Background: an optimization exercise with open tools, aiming at small area and a short achievable clock period. Do not read the settings as production practice.
No run shown here included a check of the RTL's function; only the layout flow was run.
No activity file was given, so power comes from the tool's default toggle rates.

### design/flow/run.sh
#!/bin/bash
# synth_recipe.tcl (not shown) runs the flow's synth.tcl, then flattens the netlist and writes it again
# the make line also repeats each setting of config.mk as NAME=value (left out here)
make -C /OpenROAD-flow-scripts/flow DESIGN_CONFIG=/design/flow/config.mk WORK_HOME=/design/flow/orfs CLKGATE_MAP_FILE= SYNTH_SCRIPT=/design/flow/synth_recipe.tcl finish
### design/flow/config.mk
export PLATFORM = sky130hd
export DESIGN_NAME = counter_top
export DESIGN_NICKNAME = counter_top
export VERILOG_FILES = /design/flow/design.v
export SDC_FILE = /design/flow/constraint.sdc
export NUM_CORES = 4
export LEC_CHECK = 0
export CAP_MARGIN = 20
export CORE_MARGIN = 2
export CORE_UTILIZATION = 40
export SLEW_MARGIN = 20
### design/flow/design.v
`timescale 1ns/1ps
`default_nettype none
package cnt_pkg;
  localparam int CNT_NUM = 4;
  localparam int CNT_W   = 32;
  localparam int INTR_W  = 2 * CNT_NUM;
endpackage
`default_nettype wire
`timescale 1ns/1ps
`default_nettype none
module cnt_apb_regs (
  input  logic [31:0]                 i_paddr,
  input  logic                        i_pwrite,
  input  logic                        i_psel,
  input  logic                        i_penable,
  output logic                        o_wr,
  output logic                        o_rd,
  output logic                        o_sel_trig,
  output logic                        o_sel_sts,
  output logic                        o_sel_mset,
  output logic                        o_sel_mclr,
  output logic [cnt_pkg::CNT_NUM-1:0] o_sel_ctrl,
  output logic [cnt_pkg::CNT_NUM-1:0] o_sel_tgt,
  output logic [cnt_pkg::CNT_NUM-1:0] o_sel_cnt,
  output logic [cnt_pkg::CNT_NUM-1:0] o_sel_cap
);
  logic       base;
  logic [3:0] ofs;
  assign o_wr = i_psel & ~i_penable & i_pwrite;
  assign o_rd = i_psel & ~i_penable & ~i_pwrite;
  assign base = ~|{i_paddr[31:7], i_paddr[1:0]};
  always_comb begin
    for (int k = 0; k < 4; k++) ofs[k] = (i_paddr[3:2] == k[1:0]);
  end
  assign o_sel_trig = base & (i_paddr[6:4] == 3'd0) & ofs[0];
  assign o_sel_sts  = base & (i_paddr[6:4] == 3'd0) & ofs[1];
  assign o_sel_mset = base & (i_paddr[6:4] == 3'd0) & ofs[2];
  assign o_sel_mclr = base & (i_paddr[6:4] == 3'd0) & ofs[3];
  for (genvar n = 0; n < cnt_pkg::CNT_NUM; n++) begin : g_sel
    logic blk;
    assign blk           = base & (i_paddr[6:4] == 3'(n + 2));
    assign o_sel_ctrl[n] = blk & ofs[0];
    assign o_sel_tgt[n]  = blk & ofs[1];
    assign o_sel_cnt[n]  = blk & ofs[2];
    assign o_sel_cap[n]  = blk & ofs[3];
  end
endmodule
`default_nettype wire
`timescale 1ns/1ps
`default_nettype none
module cnt_channel (
  input  logic        i_pclk,
  input  logic        i_prst_n,
  input  logic        i_wr,
  input  logic        i_rd,
  input  logic        i_sel_ctrl,
  input  logic        i_sel_tgt,
  input  logic        i_sel_cnt,
  input  logic        i_sel_cap,
  input  logic        i_glb_trig,    
  input  logic [31:0] i_wdata,
  input  logic        i_din_a,
  output logic        o_dout_a,
  output logic        o_dout_a_oen,
  output logic [31:0] o_rdata,       
  output logic        o_cmp_evt,
  output logic        o_cap_evt
);
  logic        en_q, edge_q, ovwr_q;
  logic [31:0] tgt_q;
  logic        clear_q;      
  logic        run_nx_q;     
  logic        run_q;
  logic [31:0] cnt_q;
  logic [31:0] cap_q;
  logic        full_q;
  logic        cap_vld_q;
  logic        dout_q, cmp_evt_q, cap_evt_q;
  logic        din_s1, din_s2, din_d;
  logic ctrl_wr, glb, start_in, stop_in, clear_in;
  logic load, counting, eq, hit, edge_hit, cap_take, cap_read;
  assign ctrl_wr  = i_wr & i_sel_ctrl;
  assign glb      = i_glb_trig & en_q;
  assign start_in = (ctrl_wr & i_wdata[4]) | (glb & i_wdata[0]);
  assign stop_in  = (ctrl_wr & i_wdata[5]) | (glb & i_wdata[1]);
  assign clear_in = (ctrl_wr & i_wdata[6]) | (glb & i_wdata[2]);
  always_ff @(posedge i_pclk or negedge i_prst_n) begin
    if (!i_prst_n) begin
      en_q   <= 1'b0;
      edge_q <= 1'b0;
      ovwr_q <= 1'b0;
    end else if (ctrl_wr) begin
      en_q   <= i_wdata[0];
      edge_q <= i_wdata[1];
      ovwr_q <= i_wdata[2];
    end
  end
  always_ff @(posedge i_pclk or negedge i_prst_n) begin
    if (!i_prst_n) begin
      tgt_q <= '0;
    end else if (i_wr & i_sel_tgt) begin
      tgt_q <= i_wdata;
    end
  end
  always_ff @(posedge i_pclk or negedge i_prst_n) begin
    if (!i_prst_n) begin
      clear_q  <= 1'b0;
      run_nx_q <= 1'b0;
      run_q    <= 1'b0;
    end else begin
      clear_q  <= clear_in;
      run_nx_q <= ~stop_in & (start_in | run_nx_q);
      run_q    <= run_nx_q;
    end
  end
  assign load     = i_wr & i_sel_cnt;
  assign counting = run_q & en_q;
  assign eq       = (cnt_q == tgt_q);
  assign hit      = counting & eq & ~clear_q & ~load;
  always_ff @(posedge i_pclk or negedge i_prst_n) begin
    if (!i_prst_n) begin
      cnt_q <= '0;
    end else if (clear_q) begin
      cnt_q <= '0;
    end else if (load) begin
      cnt_q <= i_wdata;
    end else if (counting) begin
      cnt_q <= eq ? 32'd0 : cnt_q + 32'd1;
    end
  end
  always_ff @(posedge i_pclk or negedge i_prst_n) begin
    if (!i_prst_n) begin
      dout_q    <= 1'b0;
      cmp_evt_q <= 1'b0;
    end else begin
      dout_q    <= dout_q ^ hit;
      cmp_evt_q <= hit;
    end
  end
  always_ff @(posedge i_pclk or negedge i_prst_n) begin
    if (!i_prst_n) begin
      din_s1 <= 1'b0;
      din_s2 <= 1'b0;
      din_d  <= 1'b0;
    end else begin
      din_s1 <= i_din_a;
      din_s2 <= din_s1;
      din_d  <= din_s2;
    end
  end
  assign edge_hit = (din_s2 ^ din_d) & (din_d == edge_q);
  assign cap_take = en_q & edge_hit & (~full_q | ovwr_q);
  assign cap_read = i_rd & i_sel_cap;
  always_ff @(posedge i_pclk or negedge i_prst_n) begin
    if (!i_prst_n) begin
      full_q    <= 1'b0;
      cap_evt_q <= 1'b0;
    end else begin
      full_q    <= cap_take | (full_q & ~cap_read);
      cap_evt_q <= cap_take;
    end
  end
  always_ff @(posedge i_pclk) begin
    if (cap_take) begin
      cap_q <= cnt_q;
    end
  end
  always_ff @(posedge i_pclk or negedge i_prst_n) begin
    if (!i_prst_n) begin
      cap_vld_q <= 1'b0;
    end else if (cap_take) begin
      cap_vld_q <= 1'b1;
    end
  end
  assign o_rdata = ({32{i_sel_tgt}} & tgt_q)
                 | ({32{i_sel_cnt}} & cnt_q)
                 | ({32{i_sel_cap & cap_vld_q}} & cap_q)
                 | ({32{i_sel_ctrl}} & {22'd0, full_q, run_q, 5'd0, ovwr_q, edge_q, en_q});
  assign o_dout_a     = dout_q;
  assign o_dout_a_oen = en_q;
  assign o_cmp_evt    = cmp_evt_q;
  assign o_cap_evt    = cap_evt_q;
endmodule
`default_nettype wire
`timescale 1ns/1ps
`default_nettype none
module cnt_intr_ctrl (
  input  logic                       i_pclk,
  input  logic                       i_prst_n,
  input  logic [cnt_pkg::INTR_W-1:0] i_evt,
  input  logic                       i_sts_clr_wr,
  input  logic                       i_mask_set_wr,
  input  logic                       i_mask_clr_wr,
  input  logic [cnt_pkg::INTR_W-1:0] i_data,
  output logic [cnt_pkg::INTR_W-1:0] o_sts,
  output logic [cnt_pkg::INTR_W-1:0] o_mask,
  output logic                       o_int
);
  logic [cnt_pkg::INTR_W-1:0] sts_q;
  logic [cnt_pkg::INTR_W-1:0] mask_q;
  logic                       int_q;
  always_ff @(posedge i_pclk or negedge i_prst_n) begin
    if (!i_prst_n) begin
      sts_q <= '0;
    end else begin
      sts_q <= (sts_q & ~({cnt_pkg::INTR_W{i_sts_clr_wr}} & i_data)) | i_evt;
    end
  end
  always_ff @(posedge i_pclk or negedge i_prst_n) begin
    if (!i_prst_n) begin
      mask_q <= '0;
    end else if (i_mask_set_wr) begin
      mask_q <= mask_q | i_data;
    end else if (i_mask_clr_wr) begin
      mask_q <= mask_q & ~i_data;
    end
  end
  always_ff @(posedge i_pclk or negedge i_prst_n) begin
    if (!i_prst_n) begin
      int_q <= 1'b0;
    end else begin
      int_q <= |(sts_q & mask_q);
    end
  end
  assign o_sts  = sts_q;
  assign o_mask = mask_q;
  assign o_int  = int_q;
endmodule
`default_nettype wire
`timescale 1ns/1ps
`default_nettype none
module counter_top (
  input  logic                        i_pclk,
  input  logic                        i_prst_n,
  input  logic [31:0]                 i_paddr,
  input  logic [31:0]                 i_pwdata,
  input  logic                        i_pwrite,
  input  logic                        i_psel,
  input  logic                        i_penable,
  output logic [31:0]                 o_prdata,
  input  logic [cnt_pkg::CNT_NUM-1:0] i_extern_din_a,
  output logic [cnt_pkg::CNT_NUM-1:0] o_extern_dout_a,
  output logic [cnt_pkg::CNT_NUM-1:0] o_extern_dout_a_oen,
  output logic                        o_int
);
  logic                           wr, rd;
  logic                           sel_trig, sel_sts, sel_mset, sel_mclr;
  logic [cnt_pkg::CNT_NUM-1:0]    sel_ctrl, sel_tgt, sel_cnt, sel_cap;
  logic [cnt_pkg::CNT_NUM*32-1:0] ch_rdata;
  logic [cnt_pkg::INTR_W-1:0]     intr_evt;
  logic [cnt_pkg::INTR_W-1:0]     intr_sts;
  logic [cnt_pkg::INTR_W-1:0]     intr_mask;
  logic [31:0]                    rdata;
  logic [31:0]                    prdata_q;
  cnt_apb_regs u_dec (
    .i_paddr    (i_paddr),
    .i_pwrite   (i_pwrite),
    .i_psel     (i_psel),
    .i_penable  (i_penable),
    .o_wr       (wr),
    .o_rd       (rd),
    .o_sel_trig (sel_trig),
    .o_sel_sts  (sel_sts),
    .o_sel_mset (sel_mset),
    .o_sel_mclr (sel_mclr),
    .o_sel_ctrl (sel_ctrl),
    .o_sel_tgt  (sel_tgt),
    .o_sel_cnt  (sel_cnt),
    .o_sel_cap  (sel_cap)
  );
  for (genvar n = 0; n < cnt_pkg::CNT_NUM; n++) begin : g_ch
    cnt_channel u_ch (
      .i_pclk       (i_pclk),
      .i_prst_n     (i_prst_n),
      .i_wr         (wr),
      .i_rd         (rd),
      .i_sel_ctrl   (sel_ctrl[n]),
      .i_sel_tgt    (sel_tgt[n]),
      .i_sel_cnt    (sel_cnt[n]),
      .i_sel_cap    (sel_cap[n]),
      .i_glb_trig   (wr & sel_trig),
      .i_wdata      (i_pwdata),
      .i_din_a      (i_extern_din_a[n]),
      .o_dout_a     (o_extern_dout_a[n]),
      .o_dout_a_oen (o_extern_dout_a_oen[n]),
      .o_rdata      (ch_rdata[32*n +: 32]),
      .o_cmp_evt    (intr_evt[2*n]),
      .o_cap_evt    (intr_evt[2*n+1])
    );
  end
  cnt_intr_ctrl u_intr (
    .i_pclk        (i_pclk),
    .i_prst_n      (i_prst_n),
    .i_evt         (intr_evt),
    .i_sts_clr_wr  (wr & sel_sts),
    .i_mask_set_wr (wr & sel_mset),
    .i_mask_clr_wr (wr & sel_mclr),
    .i_data        (i_pwdata[cnt_pkg::INTR_W-1:0]),
    .o_sts         (intr_sts),
    .o_mask        (intr_mask),
    .o_int         (o_int)
  );
  always_comb begin
    rdata = {24'd0, ({8{sel_sts}} & intr_sts) | ({8{sel_mset}} & intr_mask)};
    for (int n = 0; n < cnt_pkg::CNT_NUM; n++) rdata = rdata | ch_rdata[32*n +: 32];
  end
  always_ff @(posedge i_pclk) begin
    prdata_q <= rdata;
  end
  assign o_prdata = prdata_q;
endmodule
`default_nettype wire
### design/flow/constraint.sdc
create_clock -name core_clock -period 3.5 [get_ports {i_pclk}]
set_input_delay 0.7000 -clock core_clock [delete_from_list [all_inputs] [get_ports {i_pclk}]]
set_output_delay 0.7000 -clock core_clock [all_outputs]
set_load 0.01 [all_outputs]
==> impl_metrics.csv, run 1 <==
group,metric,value,unit
synth,syn-num-nets,2390,
global_routing,grt_pass1_wl,144,mm
synth,ys.flop_type,"dfrtp_1",
critical_path,critPathMaxFanout,14,
critical_path,crit_chain,"xnor2_1, nand4_1, nor4_1, and2_1, nand2_1, nor2_1, xor2_1",
synth,ys_top_cells_by_area,"dfrtp_1, edfxtp_1, mux2_4, xnor2_1, a22oi_1",
sta,worstMarginPinSlew,1.13,ns
clock_network,cts-root-buf,"clkbuf_16",
sta,hold_viol_final,0,
run_status,run_status,"timing/DRC/antenna clean",
synth,syn_area_per_cell,10.8,µm²
critical_path,worstReg2RegEnd,"g_ch[3].u_ch.dout_q",
synth,ys_warn_count,4,
critical_path,startpoint,"g_ch[3].u_ch.cnt_q[9]",
clock_network,htreeDepth,2,
drt,met1Wirelength,39.0,mm
drt,highest_layer,"met4",
critical_path,r2r_cells,7,
global_routing,grt_pass1_vias,20721,
sta,fin_skew,0.0307,ns
critical_path,cp.arrival,3.73,ns
clock_network,cts.reportedPaths.clkPinSlew,0.06,ns
placed_design,hpwl,73.8,mm
synth,ys_seq_area_share,50.7,%
drt,drt_iter0_markers,3047,
global_routing,grt_antenna_before_repair,0,
final_layout,multi_input_area,11500,µm²
sta,fmax,0.314,GHz
placed_design,io_buffers,113,
drt,vias,21863,
global_routing,overflow,0,
floorplan,io-pin-count,114,
drt,drc,0,
clock_network,clockBufferDepth,3,
drt,met2_length,45.3,mm
critical_path,required,4.04,ns
clock_network,ctsHoldBuffers,0,
synth,mappedNetlistArea,25100,µm²
critical_path,r2r_start,"g_ch[3].u_ch.cnt_q[9]",
synth,async_flop_share,67.3,%
synth,synth.top_cell.area_share,32.8,%
sta,drv_slew,0,
sta,layout_min_cycle_time,3.19,ns
drt,wire_per_inst,29.7,µm
sta,hold-worst-slack,0.0545,ns
floorplan,die_area,64700,µm²
clock_network,cts_tree,"built",
final_layout,regArea,12700,µm²
critical_path,critical-path-slowest-cell,"and2_1",
drt,postRouteAntennaNets,0,
flow_run,maxCapViolCount,0,
synth,synth_seq_cells,489,
clock_network,cts-buffers-inserted,54,
floorplan,dieWidth,254,µm
global_routing,grt_max_degree,82,
pwr,power_density,410,nW/µm²
synth,synth-edff-count,128,
drt,vias_per_cell,6.46,
pwr,power,12.3,mW
clock_network,cts_sinks,489,
critical_path,critical_path_class,"flop to flop",
worst_hold_path,hp-class,"primary input to asynchronous set/reset pin",
floorplan,core,61800,µm²
sta,rsz0062_at_grt,"no",
synth,yosysMostFrequentCell,"dfrtp_1",
synth,synth.distinct_cells,80,
synth,synth_top_area_cell,"dfrtp_1",
critical_path,worst_setup_path_end_kind,"flop",
final_layout,diodes,0,
clock_network,clk_latency,0.64,ns
floorplan,die_h,254,µm
sta,fin_crit_sh,91.1,%
critical_path,critPathMaxStageDelay,0.61,ns
pwr,ir_drop,0.407,mV
clock_network,post_cts_resized,0,
floorplan,placementRows,91,
pwr,p_leak,12.3,nW
drt,wl_met3,10.1,mm
placed_design,gp_congestion,0.990,
sta,setup_violations,0,
synth,synth_cells,2313,
final_layout,nets,2576,
sta,relSlewSlack,23.8,%
global_routing,grt_use_total,30.7,%
floorplan,initial_utilization,40.6,%
final_layout,area_delta_synth_final,20.1,%
critical_path,start_kind,"flop",
final_layout,drive_gt1_share,18.5,%
drt,first_pass_iters,6,
critical_path,ff2ff_setup_slack,0.31,ns
clock_network,cts_setup_buffers,0,
final_layout,fillCellCount,5611,
drt,wl,100,mm
synth,ys_top_cells_by_count,"dfrtp_1, nand2_1, edfxtp_1, o21ai_0, clkbuf_1",
state kept, by name, summed over array words and instances (netlist names), 8 cells and up, named ones only:
register	count
u_intr.sts_q	8
prdata_q	32
g_ch.u_ch.cnt_q	128
g_ch.u_ch.tgt_q	128
g_ch.u_ch.cap_q	128
report_power, final:
part / leakage, nW / switching, mW / internal [mW]
combinational: 5.75 / 0.257 / 0.115
clock: 0.909 / 2.55 / 3.58
sequential: 5.63 / 0.00310 / 5.83
area by class of cell:
| type | count | area share [%] |
|---|---|---|
| clock buffer | 68 | 4.86 |
| tap | 837 | 3.48 |
| sequential | 489 | 42.2 |
| timing repair buffer | 309 | 9.61 |
| inverter | 29 | 0.361 |
| multi-input combinational | 1616 | 38.1 |
| clock inverter | 34 | 1.40 |
layout by cell type, fill, tap and decap left out, types with 9 or more instances in the layout:
master,n
dfrtp_1,329
nand2_1,196
buf_4,173
edfxtp_1,128
o21ai_0,127
clkdlybuf4s50_1,112
a22oi_1,106
nor2_1,105
xnor2_1,97
nand3_1,90
mux2_4,82
nand4_1,80
a221oi_1,74
a22o_1,64
nor3_1,63
clkbuf_16,55
mux2_2,53
a21oi_1,47
and3_1,40
xor2_1,38
nor4_1,33
dfxtp_1,32
inv_1,29
a21o_1,29
a32oi_1,27
buf_12,23
and2_1,19
a31oi_1,14
or3_1,13
nand2b_1,11
a221o_1,11
o211ai_1,11
nor2b_1,10
and4_1,9
o21ai_1,9
clkbuf_1,9
metrics by stage:
step | instances | instance area [µm²] | setup TNS [ns] | setup WS (ns) | util (%)
after CTS | 3382 | 30100 | 0 | 0.459 | 48.7
final | 3382 | 30100 | 0 | 0.311 | 48.7
after global placement | 3280 | 28200 | 0 | 0.0168 | 45.7
after detailed placement | 3280 | 28200 | -0.0196 | -0.0196 | 45.7
after global routing | 3382 | 30100 | 0 | 0.184 | 48.7
after floorplan | 2313 | 25100 | 0 | 0.716 | -
how the worst max path moves through the flow:
| stage | cells past startpoint | end |
|---|---|---|
| floorplan | 7 | g_ch[1].u_ch.tgt_q[10] |
| global placement | 10 | prdata_q[16] |
| detailed placement | 10 | g_ch[2].u_ch.cnt_q[5] |
| CTS | 7 | g_ch[3].u_ch.dout_q |
| global route | 7 | g_ch[3].u_ch.dout_q |
| finish | 7 | g_ch[3].u_ch.dout_q |
routing by layer:
layer / vias up / global-route usage (%)
met4: 0 / 14.9
li1: 9152 / -
met3: 325 / 4.26
met1: 10830 / 41.5
met5: - / 0
met2: 1556 / 48.7
critical path, delay by kind of cell, from the launching register on:
kind                      cells  cell delay, ns
DFF                           1            0.53
and+or+nand+nor               5            2.01
xor gates and xnor gates      2            0.56
cell families (layout without fill, tap and decap cells):
logic type                 count (synthesis)  in the layout  share of synthesized area (%)
adders and majority gates                  4              4                          0.199
AOI/OAI and AO/OA                        580            580                           16.6
buffers and inverters                    208            440                           3.84
DFF                                      489            489                           50.7
and+or+nand+nor                          752            752                           16.2
muxes                                    145            145                           7.70
xor gates and xnor gates                 135            135                           4.71
==> run 2: changes to the inputs <==
--- a/design/flow/design.v
+++ b/design/flow/design.v
@@ -68,6 +68,7 @@
 );
   logic        en_q, edge_q, ovwr_q;
   logic [31:0] tgt_q;
+  logic        tgt_vld_q;
   logic        clear_q;      
   logic        run_nx_q;     
   logic        run_q;
@@ -95,11 +96,16 @@
       ovwr_q <= i_wdata[2];
     end
   end
+  always_ff @(posedge i_pclk) begin
+    if (i_wr & i_sel_tgt) begin
+      tgt_q <= i_wdata;
+    end
+  end
   always_ff @(posedge i_pclk or negedge i_prst_n) begin
     if (!i_prst_n) begin
-      tgt_q <= '0;
+      tgt_vld_q <= 1'b0;
     end else if (i_wr & i_sel_tgt) begin
-      tgt_q <= i_wdata;
+      tgt_vld_q <= 1'b1;
     end
   end
   always_ff @(posedge i_pclk or negedge i_prst_n) begin
@@ -115,7 +121,7 @@
   end
   assign load     = i_wr & i_sel_cnt;
   assign counting = run_q & en_q;
-  assign eq       = (cnt_q == tgt_q);
+  assign eq       = tgt_vld_q ? (cnt_q == tgt_q) : (cnt_q == 32'd0);
   assign hit      = counting & eq & ~clear_q & ~load;
   always_ff @(posedge i_pclk or negedge i_prst_n) begin
     if (!i_prst_n) begin
@@ -172,7 +178,7 @@
       cap_vld_q <= 1'b1;
     end
   end
-  assign o_rdata = ({32{i_sel_tgt}} & tgt_q)
+  assign o_rdata = ({32{i_sel_tgt & tgt_vld_q}} & tgt_q)
                  | ({32{i_sel_cnt}} & cnt_q)
                  | ({32{i_sel_cap & cap_vld_q}} & cap_q)
                  | ({32{i_sel_ctrl}} & {22'd0, full_q, run_q, 5'd0, ovwr_q, edge_q, en_q});
--- a/design/flow/config.mk
+++ b/design/flow/config.mk
@@ -8,4 +8,5 @@
 export CAP_MARGIN = 20
 export CORE_MARGIN = 2
 export CORE_UTILIZATION = 40
+export SETUP_SLACK_MARGIN = 1.0
 export SLEW_MARGIN = 20
==> run 2 against run 1 <==
Effect of this change: register-to-register slack better by 0.58 ns; synthesized cell count down 5.9%; clock power down 2%; synthesized area down 3.5%; sequential power up 4.3%; cell count down 1.9%; total power up 0.49%; combinational power down 12%; non-clock buffer count up 136; global-route usage up 1.9 points; cell area up 6.7%.
==> impl_metrics.csv, run 2 <==
group,metric,value,unit
run_status,run_status,"timing/DRC/antenna clean",
final_layout,drive_gt1_share,27.2,%
final_layout,nets,2569,
clock_network,htreeDepth,2,
final_layout,fillCellCount,5205,
critical_path,worst_setup_path_end_kind,"flop",
critical_path,r2r_cells,10,
synth,synth.distinct_cells,82,
synth,ys.flop_type,"edfxtp_1",
synth,synth-edff-count,256,
clock_network,clk_latency,0.62,ns
synth,syn_area_per_cell,11.1,µm²
sta,relSlewSlack,24.3,%
floorplan,initial_utilization,40.3,%
placed_design,gp_congestion,0.997,
critical_path,r2r_start,"g_ch[1].u_ch.cnt_q[14]",
drt,postRouteAntennaNets,0,
sta,hold_viol_final,0,
sta,fmax,0.383,GHz
drt,vias_per_cell,6.62,
critical_path,cp.arrival,3.00,ns
synth,synth_seq_cells,493,
drt,vias,21974,
placed_design,hpwl,70.7,mm
sta,setup_violations,0,
clock_network,cts.reportedPaths.clkPinSlew,0.06,ns
sta,fin_skew,0.0248,ns
clock_network,clockBufferDepth,3,
floorplan,core,60100,µm²
drt,drt_iter0_markers,3385,
drt,first_pass_iters,5,
critical_path,critPathMaxFanout,10,
floorplan,die_h,250,µm
final_layout,reg.largest.list,"g_ch.u_ch.cap_q x128, g_ch.u_ch.cnt_q x128, g_ch.u_ch.tgt_q x128",
floorplan,io-pin-count,114,
final_layout,final_cell_mix,"edfxtp_1, buf_4, dfrtp_1",
synth,ys_seq_area_share,55.6,%
synth,ys_top_cells_by_area,"edfxtp_1, dfrtp_1, xor2_1, a22oi_1, a221oi_1",
drt,wire_per_inst,32.1,µm
clock_network,cts_sinks,493,
synth,synth.top_cell.area_share,31.7,%
final_layout,layout_commonest_cell,"edfxtp_1",
flow_run,maxCapViolCount,0,
clock_network,ctsHoldBuffers,0,
sta,drv_slew,0,
critical_path,critical_path_class,"primary input to flop",
pwr,p_leak,12.6,nW
synth,async_flop_share,41.6,%
floorplan,die_area,62500,µm²
final_layout,area_delta_synth_final,32.7,%
global_routing,grt_pass1_vias,20357,
sta,rsz0062_at_grt,"yes",
pwr,power_density,386,nW/µm²
sta,layout_min_cycle_time,2.61,ns
synth,ys_top_cells_by_count,"edfxtp_1, dfrtp_1, nand2_1, clkbuf_1, xor2_1",
synth,ys_warn_count,4,
drt,wl,106,mm
global_routing,grt_pass1_wl,148,mm
global_routing,grt_max_degree,75,
sta,totalNegativeSetupSlack,0,ns
critical_path,startpoint,"i_paddr[27]",
synth,yosysMostFrequentCell,"edfxtp_1",
final_layout,design_area,32100,µm²
floorplan,placementRows,90,
critical_path,ff2ff_setup_slack,0.89,ns
clock_network,cts-buffers-inserted,53,
global_routing,grt_antenna_before_repair,5,
critical_path,worstReg2RegEnd,"g_ch[1].u_ch.cnt_q[4]",
final_layout,post-route-util,53.5,%
placed_design,place_area,27300,µm²
sta,fin_crit_sh,74.6,%
pwr,power,12.4,mW
critical_path,required,3.89,ns
global_routing,overflow,0,
synth,syn-num-nets,2257,
synth,synth_cells,2176,
drt,drc,0,
global_routing,grt_use_total,32.6,%
synth,synth_top_area_cell,"edfxtp_1",
pwr,ir_drop,0.393,mV
clock_network,cts-root-buf,"clkbuf_16",
sta,worstMarginPinSlew,1.13,ns
critical_path,start_kind,"primary input",
floorplan,dieWidth,250,µm
worst_hold_path,hp-class,"primary input to asynchronous set/reset pin",
placed_design,io_buffers,113,
sta,hold-worst-slack,0.0463,ns
clock_network,cts_tree,"built",
synth,mappedNetlistArea,24200,µm²
## run 2: cell count changes after synthesis, sizes merged, moves of 55 or more
cell    change
edfxtp    +128
nor2       -55
xnor2      -59
xor2       +67
mux2      -124
o21ai      -61
dfrtp     -124
## run 2: routing by layer
layer / vias up / part of all wire (%) / track usage, %
li1: 9021 / - / -
met5: - / 0 / 0
met3: 372 / 12 / 5.67
met4: 0 / 6.8 / 17.5
met2: 1740 / 44 / 50.8
met1: 10841 / 37 / 43.6
## run 2: area by class of cell
type | instances | area (µm²) | area share (%)
clock buffers | 76 | 1580 | 4.92
inverters | 58 | 218 | 0.677
well taps | 782 | 978 | 3.04
repair buffers | 445 | 4620 | 14.4
multi-input cells | 1437 | 11000 | 34.1
clock inverters | 24 | 251 | 0.782
flip-flops and latches | 493 | 13500 | 42.1
diodes | 3 | 7.51 | 0.0234
## run 2: kinds of logic (layout without fill, tap and decap cells)
group	after synthesis	in the layout	synth area share, %
AO/OA/AOI/OAI	537	537	16.9
XOR/XNOR	143	143	5.17
adder cells (fa/ha/maj)	8	8	0.413
buffers and inverters	253	603	4.56
flip-flops	493	493	55.6
multiplexers	23	23	1.02
other	0	3	0
AND/OR/NAND/NOR	719	726	16.4
## run 2: power by group
part           switching [mW]  internal [mW]
clock                    2.48           3.50
combinational           0.228          0.102
sequential            0.00319           6.09
total                    2.71           9.69
## run 2: worst max path at each step
stage,to,slack [ns],depth (start not counted)
floorplan,g_ch[0].u_ch.cnt_q[26],0.92,8
global placement,prdata_q[8],-0.1,11
detailed placement,prdata_q[8],-0.09,11
CTS,g_ch[1].u_ch.cnt_q[12],0.89,9
global route,prdata_q[13],0.87,12
finish,prdata_q[8],0.89,12
## run 2: critical path, cell delays in order
cell	delay, ns
clkdlybuf4s50_1	0.51
nor3_4	0.06
and3_4	0.20
nand2_4	0.11
buf_12	0.15
buf_8	0.11
nor3_4	0.04
buf_4	0.15
buf_12	0.14
a22o_4	0.22
a221oi_4	0.27
nand4_1	0.31
## run 2: what timing repair did
action | 4_1_cts | 5_1_grt
endpoints found under the setup margin | 175 | 168
setup buffers | 69 | 76
resized for setup | 147 | 158
cloned | 21 | 9
pin swaps | 39 | 70
## run 2: per-stage QoR
step,cells,setup slack [ns]
floorplan,2176,0.924
global placement,3040,-0.0959
detailed placement,3040,-0.0944
CTS,3230,0.893
global route,3315,0.867
finish,3318,0.887
==> run 3: changes to the inputs <==
--- a/design/flow/config.mk
+++ b/design/flow/config.mk
@@ -8,5 +8,4 @@
 export CAP_MARGIN = 20
 export CORE_MARGIN = 2
 export CORE_UTILIZATION = 40
-export SETUP_SLACK_MARGIN = 1.0
 export SLEW_MARGIN = 20
==> run 3 against run 2 <==
Effect of this change: sequential share of layout area increased by 4.6 points; global-route usage fell by 2.0 points; cell area fell by 10%; cell count shrank 5.6%; register-to-register slack worse by 0.42 ns; clock skew is 0.010 ns higher; synthesized area did not move; synthesized cell count unchanged; critical path depth down 3; hold slack improved by 0.055 ns; die area stayed put; critical endpoint is now g_ch[3].u_ch.cnt_q[25]; highest routed layer unchanged.
==> impl_metrics.csv, run 3 <==
group,metric,value,unit
synth,ys_top_cells_by_area,"edfxtp_1, dfrtp_1, xor2_1, a22oi_1, a221oi_1",
final_layout,reg.largest.list,"g_ch.u_ch.cap_q x128, g_ch.u_ch.cnt_q x128, g_ch.u_ch.tgt_q x128",
synth,synth.top_cell.area_share,31.7,%
drt,wl,97.5,mm
clock_network,htreeDepth,2,
clock_network,clockBufferDepth,3,
synth,synth_compound_area_share,16.9,%
final_layout,layout_commonest_cell,"edfxtp_1",
synth,synth_top_area_cell,"edfxtp_1",
drt,wire_per_inst,31.1,µm
drt,vias,20708,
critical_path,crit_chain,"clkdlybuf4s50_1, nor4_1, nand3_2, nor4_2, or3_1, buf_4, nor3b_1, o21ai_0, o311ai_0",
worst_hold_path,hp-class,"primary input to asynchronous set/reset pin",
placed_design,hpwl,70.6,mm
global_routing,grt_antenna_before_repair,0,
synth,muxShareOfSynthArea,1.02,%
synth,synth_cells,2176,
synth,ys_seq_area_share,55.6,%
synth,yosys.area_share.adder,0.413,%
final_layout,fillCellCount,5490,
final_layout,final_cell_mix,"edfxtp_1, dfrtp_1, nand2_1",
floorplan,placementRows,90,
final_layout,layoutNonFillerInstCount,3131,
placed_design,gp_congestion,0.974,
drt,drc,0,
synth,synth_seq_cells,493,
critical_path,start_kind,"primary input",
drt,first_pass_iters,8,
synth,synthSimpleGateAreaFrac,16.4,%
synth,ys_warn_count,4,
global_routing,grt_pass1_wl,141,mm
final_layout,design_area,28800,µm²
clock_network,cts-buffers-inserted,53,
placed_design,place_inst,3031,
synth,synth-edff-count,256,
pwr,power_density,421,nW/µm²
placed_design,io_buffers,113,
drt,drt_iter0_markers,2950,
floorplan,io-pin-count,114,
global_routing,overflow,0,
critical_path,critical-path-slowest-cell,"nor4_2",
drt,vias_per_cell,6.61,
global_routing,grt_use_met3,5.91,%
sta,fmax,0.328,GHz
global_routing,use_met2,48.7,%
global_routing,grt_pass1_vias,19879,
sta,fin_crit_sh,87.1,%
global_routing,grt_use_total,30.7,%
sta,layout_min_cycle_time,3.05,ns
critical_path,critical_path_class,"primary input to flop",
critical_path,critPathMaxStageDelay,0.78,ns
clock_network,cts_sinks,493,
synth,mappedNetlistArea,24200,µm²
sta,drv_slew,0,
pwr,p_leak,10.9,nW
synth,yosysMostFrequentCell,"edfxtp_1",
clock_network,ctsHoldBuffers,0,
synth,ys.flop_type,"edfxtp_1",
floorplan,core,60100,µm²
clock_network,cts_setup_buffers,0,
drt,postRouteAntennaNets,0,
sta,rsz0062_at_grt,"no",
sta,relSlewSlack,29.1,%
synth,synth_xor_area_share,5.17,%
critical_path,critPathMaxFanout,7,
final_layout,nets,2385,
global_routing,grt-busiest-layer,"met2",
synth,async_flop_share,41.6,%
clock_network,cts-root-buf,"clkbuf_16",
run_status,run_status,"timing/DRC/antenna clean",
sta,setup_violations,0,
sta,fin_skew,0.0352,ns
synth,synth_top_family_by_area,"compound AO/OA/AOI/OAI gates",
sta,hold_viol_final,0,
critical_path,required,3.97,ns
synth,syn-num-nets,2257,
floorplan,initial_utilization,40.3,%
floorplan,die_h,250,µm
synth,syn_area_per_cell,11.1,µm²
critical_path,cp.arrival,3.52,ns
final_layout,drive_gt1_share,13.5,%
global_routing,use_met1,40.1,%
pwr,ir_drop,0.402,mV
synth,synth.distinct_cells,82,
critical_path,worst_setup_path_end_kind,"flop",
flow_run,maxCapViolCount,0,
sta,worstMarginPinSlew,1.06,ns
final_layout,area_delta_synth_final,19.1,%
floorplan,die_area,62500,µm²
clock_network,post_cts_resized,0,
clock_network,cts_tree,"built",
synth,ys_top_cells_by_count,"edfxtp_1, dfrtp_1, nand2_1, clkbuf_1, xor2_1",
global_routing,grt_max_degree,89,
clock_network,cts.reportedPaths.clkPinSlew,0.06,ns
floorplan,dieWidth,250,µm
placed_design,place_area,27100,µm²
clock_network,clk_latency,0.63,ns
[run 3: cell counts after synthesis]
No cell type changed its count.
[run 3: final cells by class]
cell class	count	area [µm²]	area share [%]
clock buffer	77	1550	5.37
antenna	1	2.50	0.00868
tap	782	978	3.39
sequential	493	13500	46.7
multi-input combinational	1430	9790	33.9
inverter	58	218	0.755
clock inverter	22	198	0.685
timing repair buffer	268	2650	9.19
[run 3: layer usage]
| layer | vias up | share of wire (%) | wire [µm] |
|---|---|---|---|
| met1 | 10277 | 38 | 37000 |
| met2 | 1495 | 46 | 44900 |
| met3 | 291 | 10 | 10200 |
| met5 | - | 0 | 0 |
| li1 | 8645 | - | - |
| met4 | 0 | 5.7 | 5510 |
[run 3: worst paths after layout]
| check | from | cells after the start | endpoint | slack, ns |
|---|---|---|---|---|
| setup / recovery | i_paddr[22] | 9 | g_ch[3].u_ch.cnt_q[25] | 0.45 |
| hold / removal | i_prst_n | 1 | g_ch[3].u_ch.edge_q | 0.10 |
| setup reg to reg | g_ch[0].u_ch.cnt_q[1] | 10 | g_ch[0].u_ch.cnt_q[23] | 0.47 |
| hold reg to reg | g_ch[3].u_ch.din_s1 | 0 | g_ch[3].u_ch.din_s2 | 0.35 |
| max in group asynchronous | i_prst_n | 2 | g_ch[1].u_ch.cnt_q[31] | 2.53 |
| min in group core_clock | g_ch[3].u_ch.din_s1 | 0 | g_ch[3].u_ch.din_s2 | 0.35 |
[run 3: logic make-up after synthesis]
group                    Yosys count
adder cells (fa/ha/maj)            8
XOR/XNOR                         143
AO/OA/AOI/OAI                    537
multiplexers                      23
flip-flops                       493
AND/OR/NAND/NOR                  719
buffers and inverters            253
[run 3: per-stage QoR]
stage               util (%)  setup slack, ns  hold WS, ns  total power, mW  setup TNS, ns
floorplan                  -          -0.0877        0.331             6.25         -11.29
global placement        45.0          -0.0598        0.333             6.53         -0.351
detailed placement      45.0           -0.165        0.335             6.53          -2.23
CTS                     47.9            0.456        0.146             12.2              0
global route            48.0            0.259        0.172             12.4              0
finish                  48.0            0.452        0.101             12.1              0
[run 3: power breakdown]
part / total, mW / switching (mW) / internal [mW]
sequential: 6.09 / 0.00331 / 6.09
combinational: 0.328 / 0.223 / 0.106
clock: 5.72 / 2.44 / 3.28
total: 12.1 / 2.66 / 9.47
[run 3: worst max-delay path: cells and delay by family]
kind            cells  cell delay [ns]
simple gates        5             1.89
buf+inv             2             0.60
compound gates      2             0.31
==> run 4: changes to the inputs <==
--- a/design/flow/config.mk
+++ b/design/flow/config.mk
@@ -8,4 +8,5 @@
 export CAP_MARGIN = 20
 export CORE_MARGIN = 2
 export CORE_UTILIZATION = 40
+export SETUP_SLACK_MARGIN = 1.5
 export SLEW_MARGIN = 20
==> run 4 against run 3 <==
Effect of this change: the layout now fails its checks (hold timing); first-iteration DRC count increased by 31%; total power increased by 6.5%; die area unchanged; sequential share of layout area decreased by 9.7 points; clock skew decreased by 0.0048 ns; non-clock buffer count increased by 390; synthesized cell count unchanged; combinational power increased by about 10%; synthesized area unchanged; utilization increased by 13 points; critical path type is now flop to flop.
==> impl_metrics.csv, run 4 <==
group,metric,value,unit
synth,ys_top_cells_by_area,"edfxtp_1, dfrtp_1, xor2_1, a22oi_1, a221oi_1",
global_routing,grt_use_total,36.8,%
pwr,p_clk_share,50.1,%
synth,synth.distinct_cells,82,
drt,wire_per_inst,34.0,µm
global_routing,grt_pass1_vias,23148,
sta,hold_viol_final,5,
sta,hold-worst-slack,-0.0170,ns
pwr,p_sw_share,22.3,%
synth,syn-num-nets,2257,
critical_path,required,4.04,ns
worst_hold_path,hp-class,"primary input to asynchronous set/reset pin",
sta,setup_violations,0,
sta,worst_slack,0.786,ns
critical_path,start_kind,"flop",
run_status,run_status,"finished with violations",
final_layout,layout_commonest_cell,"buf_4",
synth,async_flop_share,41.6,%
final_layout,drive_gt1_share,43.5,%
synth,mappedNetlistArea,24200,µm²
placed_design,dp_slack,0.0303,ns
global_routing,grt_antenna_before_repair,2,
clock_network,clockBufferDepth,3,
synth,ys_seq_area_share,55.6,%
floorplan,initial_utilization,40.3,%
pwr,p_sw,2.88,mW
synth,syn_area_per_cell,11.1,µm²
placed_design,io_buffers,113,
run_status,violations,"hold timing",
pwr,p_seq_share,47.1,%
synth,synth_top_area_cell,"edfxtp_1",
global_routing,grt_pass1_wl,166,mm
sta,rsz0062_at_grt,"yes",
clock_network,cts_sinks,493,
critical_path,cp_num_buf_inv,3,
clock_network,cts.reportedPaths.clkPinSlew,0.07,ns
clock_network,cts-buffers-inserted,54,
sta,layout_min_cycle_time,2.71,ns
clock_network,htreeDepth,2,
sta,relSlewSlack,24.5,%
flow_run,maxCapViolCount,0,
drt,vias,24122,
sta,fmax,0.368,GHz
clock_network,clk_latency,0.66,ns
critical_path,critical_path_class,"flop to flop",
sta,totalNegativeSetupSlack,0,ns
floorplan,dieWidth,250,µm
drt,postRouteAntennaNets,0,
synth,synth-edff-count,256,
pwr,pwr-share-comb,2.8,%
final_layout,area_delta_synth_final,51.3,%
critical_path,critPathMaxStageDelay,0.45,ns
critical_path,path_delay_family,"simple AND/OR/NAND/NOR gates",
critical_path,critPathMaxFanout,6,
final_layout,final_cell_mix,"buf_4, edfxtp_1, dfrtp_1",
clock_network,cts_tree,"built",
final_layout,reg.largest.list,"g_ch.u_ch.cap_q x128, g_ch.u_ch.cnt_q x128, g_ch.u_ch.tgt_q x128",
synth,synth_seq_cells,493,
floorplan,core,60100,µm²
sta,worstMarginPinSlew,1.13,ns
synth,ys.flop_type,"edfxtp_1",
floorplan,placementRows,90,
clock_network,ctsHoldBuffers,0,
critical_path,worst_setup_path_end_kind,"flop",
floorplan,io-pin-count,114,
drt,vias_per_cell,6.83,
critical_path,critical-path-slowest-cell,"dfrtp_1",
sta,drv_slew,0,
critical_path,crit_chain,"xor2_1, nor4_2, nand4_1, o31ai_2, buf_4, or2_4, buf_6, buf_16, nor3_2, a221o_1",
sta,fin_skew,0.0304,ns
final_layout,nets,2785,
clock_network,cts-root-buf,"clkbuf_16",
drt,drt_iter0_markers,3875,
floorplan,die_area,62500,µm²
pwr,ir_drop,0.418,mV
global_routing,grt_max_degree,62,
synth,ys_top_cells_by_count,"edfxtp_1, dfrtp_1, nand2_1, clkbuf_1, xor2_1",
synth,yosysMostFrequentCell,"edfxtp_1",
drt,drc,0,
pwr,power_density,353,nW/µm²
synth,ys_warn_count,4,
floorplan,die_h,250,µm
synth,synth.top_cell.area_share,31.7,%
pwr,p_leak,14.5,nW
global_routing,overflow,0,
synth,synth_cells,2176,
placed_design,hpwl,72.6,mm
critical_path,cp.arrival,3.25,ns
sta,fin_crit_sh,77.5,%
pwr,p_int,10.0,mW
drt,first_pass_iters,6,
placed_design,gp_congestion,0.967,
drt,wl,120,mm
## run 4: cell count changes in the layout (fill, tap and decap cells not counted), moves of 32 or more
cell and change:
o21ai_0 -63, buf_12 +40, dfrtp_2 +66, xor2_2 +33, o21ai_1 +32, buf_6 +131, buf_16 +32, a221oi_1 -36
nor4_1 -33, buf_4 +174, xor2_1 -46, dfrtp_1 -66, a221oi_2 +36, clkdlybuf4s50_1 -76
## run 4: power by group through the flow
| stage | Clock (mW) | Sequential (mW) | Combinational [mW] |
|---|---|---|---|
| finish | 6.47 | 6.09 | 0.361 |
| global route | 6.68 | 6.09 | 0.368 |
| CTS | 6.43 | 6.09 | 0.342 |
| detailed placement | 0 | 6.21 | 0.340 |
| global placement | 0 | 6.21 | 0.339 |
| floorplan | 0 | 6.21 | 0.0660 |
## run 4: routing by layer
layer | wire length (µm) | vias to the layer above | global-route usage (%)
met5 | 16 | - | 0
met4 | 10900 | 2 | 25.1
met3 | 16200 | 625 | 9.85
met2 | 51300 | 2219 | 54.8
met1 | 41700 | 11815 | 47.0
li1 | - | 9461 | -
## run 4: through the flow
step                cell area, µm²  util [%]  std cells  power, mW
finish                       36600      60.9       3533       12.9
global route                 36600      60.9       3531       13.1
CTS                          34800      57.9       3455       12.9
detailed placement           27500      45.7       3041       6.55
global placement             27500      45.7       3041       6.55
floorplan                    24800         -       2176       6.27
## run 4: logic make-up after synthesis
kind of cell / count (synthesis) / synth area share [%]
buffers and inverters: 253 / 4.56
muxes: 23 / 1.02
AOI/OAI and AO/OA: 537 / 16.9
adders and majority gates: 8 / 0.413
xor gates and xnor gates: 143 / 5.17
and+or+nand+nor: 719 / 16.4
DFF: 493 / 55.6
## run 4: worst paths after layout
check,from,endpoint,slack [ns],cells past startpoint
min,i_prst_n,g_ch[2].u_ch.cnt_q[3],-0.02,1
min reg2reg,g_ch[0].u_ch.din_s1,g_ch[0].u_ch.din_s2,0.35,0
max,g_ch[1].u_ch.cnt_q[30],g_ch[1].u_ch.cnt_q[12],0.79,10
min in group core_clock,g_ch[0].u_ch.din_s1,g_ch[0].u_ch.din_s2,0.35,0
max in group asynchronous,i_prst_n,g_ch[1].u_ch.cnt_q[4],2.60,2
max reg2reg,g_ch[1].u_ch.cnt_q[30],g_ch[1].u_ch.cnt_q[12],0.79,10
## run 4: repair_timing
action | in CTS | in global routing
gates resized for setup | 689 | 257
cloned | 49 | 3
setup endpoints to repair | 381 | 336
setup buffers | 264 | 73
pin swaps | 203 | 174
## run 4: final cells by class
type,instances,area [µm²]
Fill cell,4628,23500
Antenna cell,2,5.00
Clock inverter,38,518
Clock buffer,63,1450
Inverter,58,223
Multi-Input combinational cell,1439,12600
Timing Repair Buffer,658,7310
Tap cell,782,978
Sequential cell,493,13500
==> run 5: changes to the inputs <==
==> design/flow/flow/run.sh (new file) <==
#!/bin/bash
# Standard layout, with the port buffers made from plain buf_2 cells instead
# of the delay cells buffer_ports picks on its own.
set -euo pipefail
export BUFFER_PORTS_ARGS="-buffer_cell sky130_fd_sc_hd__buf_2"
bash standard.sh finish > make_finish.log 2>&1
==> design/flow/standard.sh (new file) <==
#!/bin/bash
# synth_recipe.tcl (not shown) runs the flow's synth.tcl, then flattens the netlist and writes it again
# the make line also repeats each setting of config.mk as NAME=value (left out here)
make -C /OpenROAD-flow-scripts/flow DESIGN_CONFIG=/design/flow/config.mk WORK_HOME=/design/flow/orfs CLKGATE_MAP_FILE= SYNTH_SCRIPT=/design/flow/synth_recipe.tcl "${@:-finish}"
--- a/design/flow/config.mk
+++ b/design/flow/config.mk
@@ -8,5 +8,5 @@
 export CAP_MARGIN = 20
 export CORE_MARGIN = 2
 export CORE_UTILIZATION = 40
-export SETUP_SLACK_MARGIN = 1.5
+export SETUP_SLACK_MARGIN = 1.0
 export SLEW_MARGIN = 20
removed: design/flow/run.sh
==> run 5 against run 4 <==
Effect of this change: now clean on timing, DRC and antenna; synthesized area unchanged; utilization down 11 points; die area did not move; critical path depth unchanged; cell area is 18% lower; setup slack improved by 0.12 ns; combinational power decreased by about 20%; wire length decreased by 15%; non-clock buffer count is 308 lower; first-iteration DRC count down 25%; count of clock-buffer cells in the layout rose by 15; global-route usage decreased by 4.9 points; critical endpoint is now g_ch[1].u_ch.cnt_q[14]; highest routed layer is now met4.
==> impl_metrics.csv, run 5 <==
group,metric,value,unit
run_status,run_status,"timing/DRC/antenna clean",
synth,mappedNetlistArea,24200,µm²
global_routing,grt_max_degree,97,
clock_network,cts-buffers-inserted,53,
global_routing,grt_pass1_wl,145,mm
drt,wire_per_inst,31.9,µm
drt,vias_per_cell,6.58,
global_routing,use_met2,49.9,%
synth,ys_top_cells_by_count,"edfxtp_1, dfrtp_1, nand2_1, clkbuf_1, xor2_1",
floorplan,die_h,250,µm
synth,yosysMostFrequentCell,"edfxtp_1",
pwr,ir_drop,0.352,mV
pwr,p_leak,11.6,nW
clock_network,clockBufferDepth,3,
synth,synth_cells,2176,
clock_network,cts_tree,"built",
placed_design,io_buffers,113,
clock_network,cts.reportedPaths.clkPinSlew,0.06,ns
critical_path,critPathMaxStageDelay,0.50,ns
pwr,power_density,410,nW/µm²
floorplan,placementRows,90,
sta,relSlewSlack,41.1,%
placed_design,place_inst,3022,
placed_design,gp_congestion,0.990,
final_layout,nets,2471,
global_routing,grt_use_met3,4.66,%
synth,synth.distinct_cells,82,
final_layout,layout_commonest_cell,"edfxtp_1",
final_layout,drive_gt1_share,27.9,%
critical_path,start_kind,"flop",
drt,vias,21156,
drt,drt_iter0_markers,2914,
sta,fmax,0.386,GHz
synth,syn-num-nets,2257,
drt,drc,0,
global_routing,use_met1,42.9,%
global_routing,grt_antenna_before_repair,2,
floorplan,die_area,62500,µm²
placed_design,dp_slack,0.269,ns
sta,totalNegativeSetupSlack,0,ns
synth,ys.flop_type,"edfxtp_1",
floorplan,initial_utilization,40.3,%
floorplan,io-pin-count,114,
synth,synth-edff-count,256,
drt,first_pass_iters,6,
floorplan,core,60100,µm²
synth,synth.top_cell.area_share,31.7,%
critical_path,cp_num_buf_inv,3,
synth,synth_top_area_cell,"edfxtp_1",
global_routing,grt-busiest-layer,"met2",
drt,postRouteAntennaNets,0,
final_layout,multi_input_area,10700,µm²
critical_path,crit_chain,"xor2_2, nor4_1, nand3_1, o31ai_4, buf_6, or2_4, buf_12, buf_16, nor3_1, a221o_1",
final_layout,layoutNonFillerInstCount,3217,
critical_path,ff2ff_setup_slack,0.91,ns
sta,layout_min_cycle_time,2.59,ns
final_layout,regArea,13500,µm²
worst_hold_path,hp-class,"primary input to asynchronous set/reset pin",
final_layout,design_area,30000,µm²
floorplan,dieWidth,250,µm
clock_network,ctsHoldBuffers,0,
critical_path,r2r_start,"g_ch[1].u_ch.cnt_q[18]",
placed_design,hpwl,71.2,mm
synth,async_flop_share,41.6,%
sta,rsz0062_at_grt,"yes",
critical_path,critPathMaxFanout,8,
global_routing,grt_use_total,31.9,%
sta,drv_slew,0,
final_layout,area_delta_synth_final,24.1,%
drt,wl,103,mm
critical_path,cp.arrival,3.10,ns
synth,ys_seq_area_share,55.6,%
synth,ys_warn_count,4,
final_layout,fillCellCount,5347,
clock_network,clk_latency,0.63,ns
sta,fin_crit_sh,74.1,%
critical_path,required,4.00,ns
final_layout,reg.largest.list,"g_ch.u_ch.cap_q x128, g_ch.u_ch.cnt_q x128, g_ch.u_ch.tgt_q x128",
final_layout,final_cell_mix,"edfxtp_1, buf_4, nand2_1, dfrtp_1, buf_2",
sta,fin_skew,0.0296,ns
synth,ys_top_cells_by_area,"edfxtp_1, dfrtp_1, xor2_1, a22oi_1, a221oi_1",
sta,setup_violations,0,
clock_network,cts-root-buf,"clkbuf_16",
critical_path,critical-path-slowest-cell,"dfrtp_2",
sta,hold_viol_final,0,
placed_design,place_area,26500,µm²
critical_path,worstReg2RegEnd,"g_ch[1].u_ch.cnt_q[14]",
critical_path,worst_setup_path_end_kind,"flop",
clock_network,cts_sinks,493,
global_routing,grt_pass1_vias,20040,
flow_run,maxCapViolCount,0,
sta,worstMarginPinSlew,0.884,ns
clock_network,htreeDepth,2,
final_layout,diodes,0,
critical_path,critical_path_class,"flop to flop",
critical_path,startpoint,"g_ch[1].u_ch.cnt_q[18]",
synth,syn_area_per_cell,11.1,µm²
critical_path,r2r_cells,10,
synth,synth_seq_cells,493,
global_routing,overflow,0,
critical_path,path_delay_family,"simple AND/OR/NAND/NOR gates",
sta,worst_slack,0.907,ns
[run 5: area by class of cell]
type | count | share of cell area (%)
clock buffers | 78 | 5.11
clock inverters | 22 | 0.883
inverters | 58 | 0.725
multi-input cells | 1434 | 35.6
flip-flops and latches | 493 | 45.0
well taps | 782 | 3.26
repair buffers | 350 | 9.39
[run 5: worst max path at each step]
| stage | cells past startpoint | slack, ns | end |
|---|---|---|---|
| final | 10 | 0.91 | g_ch[1].u_ch.cnt_q[14] |
| after detailed placement | 7 | 0.27 | g_ch[0].u_ch.cnt_q[28] |
| after global routing | 11 | 0.85 | g_ch[1].u_ch.cnt_q[28] |
| after global placement | 7 | 0.33 | g_ch[0].u_ch.cnt_q[28] |
| after CTS | 9 | 0.95 | g_ch[1].u_ch.cnt_q[10] |
| after floorplan | 8 | 0.92 | g_ch[0].u_ch.cnt_q[26] |
[run 5: metrics by stage]
stage / hold WS [ns] / utilization (%) / total power, mW
6_report: 0.138 / 50.0 / 12.3
5_1_grt: 0.183 / 50.0 / 12.6
4_1_cts: 0.168 / 48.5 / 12.3
3_5_place_dp: 0.339 / 44.1 / 6.49
3_3_place_gp: 0.335 / 44.0 / 6.49
2_1_floorplan: 0.331 / - / 6.26
[run 5: kinds of logic (layout without fill, tap and decap cells)]
| logic type | after synthesis | after routing | share of synthesized area [%] |
|---|---|---|---|
| buffers and inverters | 253 | 508 | 4.56 |
| xor gates and xnor gates | 143 | 143 | 5.17 |
| and+or+nand+nor | 719 | 723 | 16.4 |
| muxes | 23 | 23 | 1.02 |
| AOI/OAI and AO/OA | 537 | 537 | 16.9 |
| adders and majority gates | 8 | 8 | 0.413 |
| DFF | 493 | 493 | 55.6 |
[run 5: timing repair]
item | CTS | global route
endpoints found under the hold margin | 0 | 0
setup buffers | 52 | 34
gates cloned | 4 | 5
setup endpoints to repair | 108 | 113
gates resized for setup | 94 | 118
pin swaps | 22 | 53
[run 5: metal layers]
layer  wire length, µm  part of all wire, %  vias to the layer above
met2             46500                   45                     1576
met5                 0                    0                        -
met3             10300                   10                      296
met1             39100                   38                    10488
li1                  -                    -                     8796
met4              6680                  6.5                        0
[run 5: where the power goes]
group	leakage [nW]	switching, mW	internal, mW	total [mW]
Combinational	5.79	0.232	0.0577	0.289
Clock	0.881	2.45	3.47	5.92
Sequential	4.98	0.00342	6.09	6.09
==> run 6: changes to the inputs <==
--- a/design/flow/design.v
+++ b/design/flow/design.v
@@ -78,6 +78,7 @@
   logic        cap_vld_q;
   logic        dout_q, cmp_evt_q, cap_evt_q;
   logic        din_s1, din_s2, din_d;
+  logic [31:0] cnt_tgl;
   logic ctrl_wr, glb, start_in, stop_in, clear_in;
   logic load, counting, eq, hit, edge_hit, cap_take, cap_read;
   assign ctrl_wr  = i_wr & i_sel_ctrl;
@@ -123,15 +124,16 @@
   assign counting = run_q & en_q;
   assign eq       = tgt_vld_q ? (cnt_q == tgt_q) : (cnt_q == 32'd0);
   assign hit      = counting & eq & ~clear_q & ~load;
+  always_comb begin
+    cnt_tgl[0] = counting;
+    for (int i = 1; i < 32; i++) cnt_tgl[i] = counting & (&(cnt_q | ~((32'd1 << i) - 32'd1)));
+  end
   always_ff @(posedge i_pclk or negedge i_prst_n) begin
     if (!i_prst_n) begin
       cnt_q <= '0;
-    end else if (clear_q) begin
-      cnt_q <= '0;
-    end else if (load) begin
-      cnt_q <= i_wdata;
-    end else if (counting) begin
-      cnt_q <= eq ? 32'd0 : cnt_q + 32'd1;
+    end else begin
+      cnt_q <= ({32{~clear_q & load}} & i_wdata)
+             | ({32{~clear_q & ~load & ~(counting & eq)}} & (cnt_q ^ cnt_tgl));
     end
   end
   always_ff @(posedge i_pclk or negedge i_prst_n) begin
==> run 6 against run 5 <==
Effect of this change: sequential share of layout area rose by 2.6 points; largest power group unchanged; cell count decreased by 4.5%; clock power is 3% lower; count of clock-buffer cells in the layout grew 1; cell area shrank 5.6%; largest cell class unchanged; still clean.
==> impl_metrics.csv, run 6 <==
group,metric,value,unit
sta,fin_crit_sh,75.7,%
synth,ys_warn_count,4,
critical_path,start_kind,"flop",
critical_path,ff2ff_setup_slack,0.85,ns
clock_network,clk_latency,0.63,ns
pwr,power_density,432,nW/µm²
sta,totalNegativeSetupSlack,0,ns
critical_path,r2r_cells,9,
final_layout,drive_gt1_share,25.4,%
sta,hold-worst-slack,0.0737,ns
final_layout,fillCellCount,5160,
synth,synth_top_area_cell,"edfxtp_1",
floorplan,io-pin-count,114,
drt,vias_per_cell,6.42,
critical_path,cp_num_buf_inv,2,
sta,drv_slew,0,
clock_network,htreeDepth,2,
sta,rsz0062_at_grt,"yes",
placed_design,place_inst,2925,
synth,synth.distinct_cells,68,
sta,fin_skew,0.0256,ns
final_layout,layoutNonFillerInstCount,3072,
placed_design,gp_congestion,1.01,
sta,fmax,0.377,GHz
floorplan,initial_utilization,40.3,%
critical_path,worstReg2RegEnd,"g_ch[2].u_ch.cnt_q[6]",
floorplan,dieWidth,245,µm
clock_network,clockBufferDepth,3,
global_routing,grt_use_total,35.4,%
critical_path,critical-path-slowest-cell,"dfrtp_1",
sta,hold_viol_final,0,
critical_path,cp_common_cell,"buf_4",
drt,drc,0,
critical_path,critPathMaxFanout,13,
final_layout,area_delta_synth_final,22.1,%
critical_path,crit_chain,"xnor2_2, buf_4, nand4_1, nor4_2, nand3_1, a21bo_2, nand2_1, buf_4, o21ai_0",
synth,ys_top_cells_by_area,"edfxtp_1, dfrtp_1, xor2_1, xnor2_1, nand2_1",
synth,syn-num-nets,2139,
global_routing,grt_max_degree,73,
synth,async_flop_share,41.6,%
flow_run,maxCapViolCount,0,
run_status,run_status,"timing/DRC/antenna clean",
critical_path,required,3.99,ns
global_routing,grt_pass1_vias,18553,
synth,synth-edff-count,256,
placed_design,dp_slack,0.353,ns
synth,ys_top_cells_by_count,"nand2_1, edfxtp_1, dfrtp_1, xor2_1, o21ai_0",
global_routing,grt_antenna_before_repair,8,
critical_path,r2r_start,"g_ch[2].u_ch.cnt_q[4]",
drt,drt_iter0_markers,3422,
clock_network,cts_sinks,493,
clock_network,cts-buffers-inserted,55,
synth,ys.flop_type,"edfxtp_1",
critical_path,cp.arrival,3.14,ns
pwr,ir_drop,0.369,mV
drt,wire_per_inst,35.2,µm
drt,vias,19713,
critical_path,path_delay_family,"simple AND/OR/NAND/NOR gates",
synth,synth_cells,2062,
pwr,p_leak,10.7,nW
placed_design,io_buffers,113,
critical_path,critPathMaxStageDelay,0.53,ns
sta,setup_violations,0,
synth,synth_seq_cells,493,
sta,layout_min_cycle_time,2.65,ns
final_layout,reg.largest.list,"g_ch.u_ch.cap_q x128, g_ch.u_ch.cnt_q x128, g_ch.u_ch.tgt_q x128",
clock_network,cts_tree,"built",
critical_path,worst_setup_path_end_kind,"flop",
final_layout,multi_input_area,9690,µm²
sta,worstMarginPinSlew,0.831,ns
final_layout,layout_commonest_cell,"edfxtp_1",
floorplan,core,57600,µm²
final_layout,final_cell_mix,"edfxtp_1, nand2_1, buf_4",
drt,wl,108,mm
global_routing,grt_pass1_wl,148,mm
global_routing,overflow,0,
clock_network,cts-root-buf,"clkbuf_16",
floorplan,placementRows,88,
floorplan,die_area,60000,µm²
final_layout,nets,2337,
drt,first_pass_iters,6,
placed_design,hpwl,75.4,mm
sta,relSlewSlack,44.4,%
critical_path,critical_path_class,"flop to flop",
synth,yosysMostFrequentCell,"nand2_1",
drt,postRouteAntennaNets,0,
worst_hold_path,hp-class,"primary input to asynchronous set/reset pin",
final_layout,regArea,13500,µm²
synth,syn_area_per_cell,11.3,µm²
synth,synth.top_cell.area_share,33.1,%
synth,mappedNetlistArea,23200,µm²
clock_network,cts.reportedPaths.clkPinSlew,0.06,ns
floorplan,die_h,245,µm
synth,ys_seq_area_share,58.0,%
sta,worst_slack,0.850,ns
-- run 6: cell count changes in the layout (fill, tap and decap cells not counted), sizes merged, moves of 29 or more --
| cell | before | now |
|---|---|---|
| xor2 | 105 | 140 |
| a221o | 36 | 0 |
| a21o | 38 | 8 |
| buf | 347 | 309 |
| nor3 | 63 | 24 |
| inv | 59 | 18 |
| xnor2 | 38 | 116 |
| nand3 | 96 | 67 |
| a22o | 71 | 14 |
| a221oi | 82 | 20 |
| nand2 | 156 | 258 |
| o21ai | 75 | 156 |
-- run 6: what timing repair did --
item                                    CTS  global route
gates resized for setup                  91            78
endpoints found under the setup margin  131           128
buffers inserted                         16            21
cloned                                    3             3
hold buffers                              0             0
pin swaps                                13            24
-- run 6: kinds of logic after synthesis --
kind of cell / Yosys count / synth area share (%)
AND/OR/NAND/NOR: 647 / 14.4
flip-flops: 493 / 58.0
AO/OA/AOI/OAI: 432 / 12.3
XOR/XNOR: 256 / 9.66
buffers and inverters: 188 / 3.56
multiplexers: 42 / 1.90
adder cells (fa/ha/maj): 4 / 0.216
-- run 6: worst max path at each step --
stage	start	end	slack [ns]	depth (start not counted)
floorplan	i_paddr[17]	g_ch[1].u_ch.tgt_q[0]	0.59	7
global placement	i_paddr[5]	prdata_q[8]	0.33	8
detailed placement	i_paddr[5]	prdata_q[8]	0.35	8
CTS	g_ch[3].u_ch.cnt_q[0]	g_ch[3].u_ch.cnt_q[4]	0.91	11
global route	g_ch[3].u_ch.cnt_q[3]	g_ch[3].u_ch.cnt_q[4]	0.82	10
finish	g_ch[2].u_ch.cnt_q[4]	g_ch[2].u_ch.cnt_q[6]	0.85	9
-- run 6: area by class of cell --
type / instances / share of cell area (%)
well taps: 765 / 3.38
flip-flops and latches: 493 / 47.7
diodes: 4 / 0.0353
clock inverters: 21 / 0.728
clock buffers: 79 / 5.46
repair buffers: 311 / 8.31
multi-input cells: 1381 / 34.2
inverters: 18 / 0.238
-- run 6: power by group --
group | total [mW] | internal, mW | leakage [nW] | switching [mW]
Sequential | 6.09 | 6.09 | 5.04 | 0.00348
Combinational | 0.395 | 0.103 | 4.76 | 0.292
Clock | 5.77 | 3.35 | 0.871 | 2.42
Total | 12.3 | 9.54 | 10.7 | 2.72
-- run 6: stage by stage --
step | utilization (%) | total power [mW] | cell area [µm²]
after floorplan | - | 6.32 | 23400
after global placement | 44.2 | 6.59 | 25500
after detailed placement | 44.2 | 6.59 | 25500
after CTS | 48.4 | 12.3 | 27900
after global routing | 49.2 | 12.5 | 28300
final | 49.2 | 12.3 | 28300
-- run 6: per-layer routing --
| metal | wire (µm) | GRT usage, % |
|---|---|---|
| met1 | 42300 | 49.6 |
| met3 | 13400 | 7.46 |
| met2 | 46800 | 52.9 |
| met4 | 5690 | 15.6 |
| met5 | 22 | 0 |
==> run 7: changes to the inputs <==
--- a/design/flow/config.mk
+++ b/design/flow/config.mk
@@ -8,5 +8,5 @@
 export CAP_MARGIN = 20
 export CORE_MARGIN = 2
 export CORE_UTILIZATION = 40
-export SETUP_SLACK_MARGIN = 1.0
+export SETUP_SLACK_MARGIN = 1.3
 export SLEW_MARGIN = 20
==> run 7 against run 6 <==
Effect of this change: global-route usage is 1.9 points higher; cell count is 4.1% higher; wire length is 5.1% higher; die area stayed put; setup slack better by 0.096 ns; hold slack better by 0.0053 ns; register-to-register slack better by 0.096 ns; largest power group unchanged; highest routed layer unchanged; critical path depth is 1 higher; synthesized area stayed put; utilization is 5.0 points higher.
==> impl_metrics.csv, run 7 <==
group,metric,value,unit
drt,first_pass_iters,6,
synth,synth.distinct_cells,68,
final_layout,final_cell_mix,"edfxtp_1, nand2_1, buf_4",
sta,drv_slew,0,
floorplan,io-pin-count,114,
critical_path,required,4.00,ns
sta,hold-worst-slack,0.0790,ns
final_layout,fillCellCount,4887,
pwr,pwr-share-comb,3.3,%
critical_path,critical-path-slowest-cell,"or4_4",
clock_network,cts_tree,"built",
synth,synth_seq_cells,493,
placed_design,hpwl,75.7,mm
synth,ys_top_cells_by_area,"edfxtp_1, dfrtp_1, xor2_1, xnor2_1, nand2_1",
critical_path,cp_num_buf_inv,4,
synth,synth_top_area_cell,"edfxtp_1",
synth,yosysMostFrequentCell,"nand2_1",
pwr,p_int,9.68,mW
sta,hold_viol_final,0,
pwr,p_seq_share,48.7,%
sta,setup_violations,0,
placed_design,gp_congestion,1.00,
clock_network,cts.reportedPaths.clkPinSlew,0.06,ns
global_routing,grt_use_total,37.3,%
sta,fin_skew,0.0235,ns
drt,wire_per_inst,35.6,µm
synth,synth.top_cell.area_share,33.1,%
critical_path,path_delay_family,"simple AND/OR/NAND/NOR gates",
placed_design,place_area,25600,µm²
sta,relSlewSlack,34.2,%
synth,mappedNetlistArea,23200,µm²
synth,async_flop_share,41.6,%
critical_path,critPathMaxStageDelay,0.51,ns
synth,muxShareOfSynthArea,1.90,%
clock_network,cts_sinks,493,
placed_design,io_buffers,113,
sta,fin_crit_sh,73.0,%
clock_network,clockBufferDepth,3,
sta,fmax,0.392,GHz
critical_path,start_kind,"flop",
run_status,run_status,"timing/DRC/antenna clean",
drt,vias_per_cell,6.50,
sta,totalNegativeSetupSlack,0,ns
pwr,power_density,400,nW/µm²
synth,ys_seq_area_share,58.0,%
synth,syn-num-nets,2139,
drt,postRouteAntennaNets,0,
clock_network,clk_latency,0.63,ns
synth,synth_cells,2062,
global_routing,grt_pass1_wl,155,mm
final_layout,layout_commonest_cell,"edfxtp_1",
pwr,p_clk_share,48.0,%
floorplan,die_area,60000,µm²
pwr,p_leak,12.0,nW
synth,synthSimpleGateAreaFrac,14.4,%
floorplan,dieWidth,245,µm
synth,ys_top_cells_by_count,"nand2_1, edfxtp_1, dfrtp_1, xor2_1, o21ai_0",
synth,ys.flop_type,"edfxtp_1",
worst_hold_path,hp-class,"primary input to asynchronous set/reset pin",
synth,yosys.area_share.adder,0.216,%
global_routing,grt_antenna_before_repair,2,
sta,rsz0062_at_grt,"yes",
critical_path,cp.arrival,3.05,ns
drt,wl,114,mm
global_routing,grt_max_degree,76,
flow_run,maxCapViolCount,0,
drt,vias,20779,
synth,synth_top_family_by_area,"simple AND/OR/NAND/NOR gates",
clock_network,ctsHoldBuffers,0,
sta,layout_min_cycle_time,2.55,ns
clock_network,cts-root-buf,"clkbuf_16",
## run 7: cell counts after synthesis
Identical to the previous run, type by type.
## run 7: routing by layer
layer  wire [µm]  GRT usage, %  vias to the layer above
met1       42200          50.4                    10430
met2       48300          54.8                     1692
met4        7530          19.6                        2
li1            -             -                     8235
met5           9             0                        -
met3       15700          10.2                      420
## run 7: final timing paths
kind	from	to	slack, ns	cells past startpoint
worst max-delay path	g_ch[3].u_ch.cnt_q[8]	g_ch[3].u_ch.cnt_q[31]	0.95	10
worst min-delay path	i_prst_n	g_ch[0].u_ch.din_s2	0.08	1
worst max register to register	g_ch[3].u_ch.cnt_q[8]	g_ch[3].u_ch.cnt_q[31]	0.95	10
worst min register to register	g_ch[2].u_ch.din_s1	g_ch[2].u_ch.din_s2	0.35	0
max in group asynchronous	i_prst_n	g_ch[1].u_ch.cnt_q[16]	2.43	2
min in group core_clock	i_extern_din_a[1]	g_ch[1].u_ch.din_s1	0.20	1
## run 7: worst register-to-register path, cell delays in order (launching register included)
cell	delay, ns
dfrtp_2	0.46
buf_4	0.18
or4_4	0.51
nor4_2	0.24
nand2_1	0.15
a21boi_1	0.17
buf_4	0.14
nand2b_4	0.18
buf_12	0.14
buf_16	0.17
o21ai_2	0.08
## run 7: final cells by class
class                   count  area [µm²]  area share, %
diodes                      2        5.00         0.0160
clock buffers              68        1480           4.72
clock inverters            33         340           1.09
inverters                  18        68.8          0.220
multi-input cells        1381       11000           35.1
flip-flops and latches    493       13600           43.4
well taps                 765         957           3.06
repair buffers            437        3890           12.4
## run 7: power groups by stage
stage	Clock, mW	Combinational (mW)	Sequential, mW
after floorplan	0	0.119	6.21
after global placement	0	0.379	6.21
after detailed placement	0	0.382	6.21
after CTS	6.01	0.389	6.09
after global routing	6.23	0.420	6.09
final	6.00	0.412	6.09
## run 7: kinds of logic (layout without fill, tap and decap cells)
group	count (synthesis)	count (layout)
fa+ha+maj	4	4
mux	42	42
flops	493	493
xor+xnor	256	256
other cells	0	2
compound gates	432	432
buf+inv	188	556
simple gates	647	647
## run 7: what timing repair did
item	in CTS	in global routing
gates cloned	15	2
buffers inserted	97	46
pin swaps	118	107
endpoints found under the setup margin	311	204
resized for setup	390	205
## run 7: per-stage QoR
step,worst slack [ns],std cells,power (mW),utilization (%)
2_1_floorplan,0.589,2062,6.33,-
3_3_place_gp,0.0353,2934,6.59,44.4
3_5_place_dp,0.0548,2934,6.59,44.4
4_1_cts,1.01,3147,12.5,52.3
5_1_grt,0.962,3195,12.7,54.3
6_report,0.946,3197,12.5,54.3

Re-timed with assumed drivers on the ports (clkbuf_16 on the clock, buf_2 on other inputs), run 7 has 0.946 ns of setup slack against 0.946 ns with ideal ports, and 0.581 ns once port delays also move by the mid clock arrival of 0.677 ns.
